From an optimization exercise on the open Yosys and OpenROAD flow, aimed at a short achievable clock period and few clock cycles; shortcuts taken in it are not production practice.
Only simulation tests tie the RTL to the original design; equivalence was not proved.
Power is estimated from default activity; no workload was simulated.

## cpuTop
module cpuTop
(
    input  logic        clk,
    input  logic        reset,
    input  logic        stall,
    input  logic [31:0] instrData,
    output logic [31:0] instrAddr,
    output logic        wbValid,
    output logic [4:0]  wbReg,
    output logic [31:0] wbData,
    output logic        memWrite,
    output logic [31:0] memAddr,
    output logic [31:0] memWdata,
    output logic        branchTaken
);
    logic [31:0] pc;
    logic        eValid;
    logic [31:0] eRs;
    logic [31:0] eRt;
    logic [31:0] eImm;
    logic        eSub;
    logic        eMul;
    logic        eUseImm;
    logic        eLw;
    logic        eSw;
    logic        eBeq;
    logic        eTakenF;
    logic        eResolve;
    logic        eRegWrite;
    logic [4:0]  eDest;
    logic [31:0] eTarget;
    logic        wWb;
    logic [4:0]  wDest;
    logic        wMul;
    logic [31:0] wRes;
    logic [31:0] wCarry;
    logic [31:0] wM2;
    logic [31:0] wM3;
    logic        wSt;
    logic [31:0] wAddr;
    logic [31:0] wWdata;
    logic        wBr;
    logic        wZeroR;
    logic        xPend;      
    logic        repValid;   
    logic        xPendNext;
    logic [4:0]  xDest;
    logic [31:0] xData;
    logic [5:0]  fOp;
    logic [4:0]  fRs;
    logic [4:0]  fRt;
    logic [4:0]  fRd;
    logic [5:0]  fFunct;
    logic [31:0] fImm;
  ...
Size in the first run: roughly 14000 cells after synthesis, roughly 3600 flip-flops, about 190000 um^2 of cells after synthesis.
clock: 12.0 ns
lec_check: 0
abc_clock_period_in_ps: 4000
cap_margin: 20
core_margin: 2
core_utilization: 30
setup_slack_margin: 5
slew_margin: 20
tns_end_percent: 100
standard.sh (not shown) runs the stock make flow with config.mk's settings and CLKGATE_MAP_FILE= SYNTH_SCRIPT=/design/flow/synth_recipe.tcl, a recipe that flattens the netlist after the stock synthesis.
==> flow/flow/run.sh <==
#!/bin/bash
# The standard layout (standard.sh: the standard synthesis and ORFS from
# floorplan to finish), with two changes to how the layout is made:
#  - timing repair aims further below the clock period: SETUP_SLACK_MARGIN,
#    which standard.sh passes to make from config.mk, is raised;
#  - flow/io.tcl (IO_CONSTRAINTS) places the stall pin beside the result
#    flag pins it gates.
# The constraints (constraint.sdc) are unchanged. make's full output goes to
# make.log here; ORFS keeps each step's own log under orfs/logs/.
set -euo pipefail
MARGIN=7.0
IO=$(pwd)/flow/io.tcl
sed "s#SETUP_SLACK_MARGIN=[^ ]*#SETUP_SLACK_MARGIN=$MARGIN IO_CONSTRAINTS=$IO#" standard.sh > standard_margin.sh
grep -q "SETUP_SLACK_MARGIN=$MARGIN" standard_margin.sh
bash standard_margin.sh finish > make.log 2>&1
==> flow/flow/io.tcl <==
# keep stall next to the three result flags it gates, so the short
# input-to-output paths through them stay short
set_io_pin_constraint -group -order -pin_names {wbValid memWrite stall branchTaken}
Testbench counts at the start, summed over its fixed seeds: cycles 33,346.
Change:
--- a/flow/design.v
+++ b/flow/design.v
@@ -2878,43 +2878,26 @@
             for (int i = 0; i < 64; i++)
             begin
                 mem[i] <= '0;
                 zero[i] <= 1'b1;
             end
         end
         else if (we)
         begin
             mem[idx] <= wdata;
             zero[idx] <= (wdata == 32'd0);
         end
     end
-    logic [31:0] rowA [16];
-    logic        zeroA [16];
-    logic [31:0] rowB [4];
-    logic        zeroB [4];
-    always_comb
-    begin
-        for (int g = 0; g < 16; g++)
-        begin
-            rowA[g]  = mem[4*g + idx[1:0]];
-            zeroA[g] = zero[4*g + idx[1:0]];
-        end
-        for (int g = 0; g < 4; g++)
-        begin
-            rowB[g]  = rowA[4*g + idx[3:2]];
-            zeroB[g] = zeroA[4*g + idx[3:2]];
-        end
-    end
-    assign rdata = rowB[idx[5:4]];
-    assign rzero = zeroB[idx[5:4]];
+    assign rdata = mem[idx];
+    assign rzero = zero[idx];
 endmodule
 `timescale 1ns/1ps
 module cpuTop
 (
     input  logic        clk,
     input  logic        reset,
     input  logic        stall,
     input  logic [31:0] instrData,
     output logic [31:0] instrAddr,
     output logic        wbValid,
     output logic [4:0]  wbReg,
     output logic [31:0] wbData,
@@ -2940,25 +2923,27 @@
     logic [4:0]  eDest;
     logic [31:0] eTarget;
     logic        wWb;
     logic [4:0]  wDest;
     logic        wMul;
     logic [31:0] wRes;
     logic [31:0] wCarry;
     logic [31:0] wM2;
     logic [31:0] wM3;
     logic        wSt;
     logic [31:0] wAddr;
     logic [31:0] wWdata;
-    logic        wBr;
+    logic        wBr;        
+    logic        brRep;      
+    logic        wBrNext;
     logic        wZeroR;
     logic        xPend;      
     logic        repValid;   
     logic        xPendNext;
     logic [4:0]  xDest;
     logic [31:0] xData;
     logic [5:0]  fOp;
     logic [4:0]  fRs;
     logic [4:0]  fRt;
     logic [4:0]  fRd;
     logic [5:0]  fFunct;
     logic [31:0] fImm;
@@ -3058,33 +3043,31 @@
             fZt = wZero;
         else
             fZt = rfZt;
     end
     assign hazard = eFwd && eMul &&
                     ((fUseRs && fRs == eDest) || (fUseRt && fRt == eDest));
     logic [31:0] eOpB;
     logic [31:0] eSum;
     logic [7:0]  eIdxSum;
     logic [31:0] eLoad;
     logic        eEq;
     logic        eRedirect;
-    logic        eTaken;
     logic [127:0] eMulRows;
     logic        eStore;
     logic        eLoadZero;
     assign eOpB    = eUseImm ? eImm : eRt;
     assign eSum    = eSub ? (eRs - eOpB) : (eRs + eOpB);
     assign eIdxSum = eRs[7:0] + eImm[7:0];
     assign eEq     = (eRs == eRt);
-    assign eTaken  = eValid && eBeq && (eTakenF || (eResolve && eEq));
     assign eRedirect = eValid && eBeq && eResolve && eEq;
     assign eStore  = eValid && eSw && !stall;
     dataMem dataMem_i
     (
         .clk   (clk),
         .reset (reset),
         .idx   (eIdxSum[7:2]),
         .we    (eStore),
         .wdata (eRt),
         .rdata (eLoad),
         .rzero (eLoadZero)
     );
@@ -3105,52 +3088,55 @@
     assign wS1 = wRes ^ wCarry ^ wM2;
     assign wC1 = {((wRes[30:0] & wCarry[30:0]) | (wRes[30:0] & wM2[30:0]) | (wCarry[30:0] & wM2[30:0])), 1'b0};
     assign wS2 = wS1 ^ wC1 ^ wM3;
     assign wC2 = {((wS1[30:0] & wC1[30:0]) | (wS1[30:0] & wM3[30:0]) | (wC1[30:0] & wM3[30:0])), 1'b0};
     assign wValue = wMul ? (wS2 + wC2) : wRes;
     assign wZero  = wMul ? (((wS2 ^ wC2) ^ {(wS2[30:0] | wC2[30:0]), 1'b0}) == 32'd0) : wZeroR;
     assign wbValid     = repValid && !stall;
     assign wbReg       = xPend ? xDest : wDest;
     assign wbData      = xPend ? xData : wRes;
     assign memWrite    = wSt && !stall;
     assign memAddr     = wAddr;
     assign memWdata    = wWdata;
-    assign branchTaken = wBr && !stall;
+    assign branchTaken = brRep && !stall;
     assign xPendNext = xPend ? wWb : (wWb && wMul);
+    assign wBrNext   = eValid && eBeq && ((eResolve && eEq) || (eTakenF && wBr));
     always_ff @(posedge clk)
     begin
         if (reset)
         begin
             pc     <= 32'h0000_0000;
             eValid <= 1'b0;
             wWb    <= 1'b0;
             wSt    <= 1'b0;
             wBr    <= 1'b0;
+            brRep  <= 1'b0;
             xPend    <= 1'b0;
             repValid <= 1'b0;
         end
         else if (!stall)
         begin
             if (eRedirect)
                 pc <= eTarget;
             else if (hazard)
                 pc <= pc;
             else if (fTakenF)
                 pc <= fTarget;
             else
                 pc <= fPc4;
             eValid <= fKnown && !eRedirect && !hazard;
             wWb    <= eValid && eRegWrite;
             wSt    <= eValid && eSw;
-            wBr    <= eTaken;
+            wBr    <= wBrNext;
+            brRep  <= wBrNext || (fKnown && fTakenF && !eRedirect && !hazard);
             xPend    <= xPendNext;
             repValid <= xPendNext || (eValid && eRegWrite && !eMul);
         end
     end
     always_ff @(posedge clk)
     begin
         if (!stall)
         begin
             eRs       <= fRsVal;
             eRt       <= fRtVal;
             eImm      <= fImm;
             eSub      <= fRtype && fFunct == 6'd1;
Effect: Sequential cell count came out higher by 1; combinational power came out higher by a few percent; clock skew came out higher by 0.013 ns; utilization came out higher by 0.14 points; via count came out higher by a few percent; design area came out lower slightly; worst setup slack degrades by 0.032 ns; synthesized cell count came out higher by a few percent; power came out higher by a few percent; maximum frequency came out lower slightly; final cell count came out higher by a few percent; routed wire length came out higher by roughly a tenth; register-to-register slack degrades by 0.03 ns.
Testbench counts after the change, summed over its fixed seeds: cycles 33,296.

-- afterwards: timing with drivers on the ports --
No port has a modelled driver above. Below, the same layouts with a new extraction and two added sets of constraints.
Step 1: set_driving_cell puts a clkbuf_16 on clk and a buf_2 on each other input, an assumption about the parent block.
Step 2 also shifts input and output timing later by t, the mid clock arrival at the registers, as if the neighbouring blocks saw the same clock.
a / b / c = ideal / step 1 / step 2; a / b = the first two.
run	shift t [ns]	setup WS [ns]	worst slew at a driven data input, ns
the first run	1.151	6.731 / 6.689 / 5.823	0.25
the second run	1.183	6.699 / 6.662 / 5.656	0.31
After both steps every run listed still meets setup and hold. The setup slack of the second run, which loses most, moves by -0.037 ns with the drivers and by -1.043 ns with both steps.
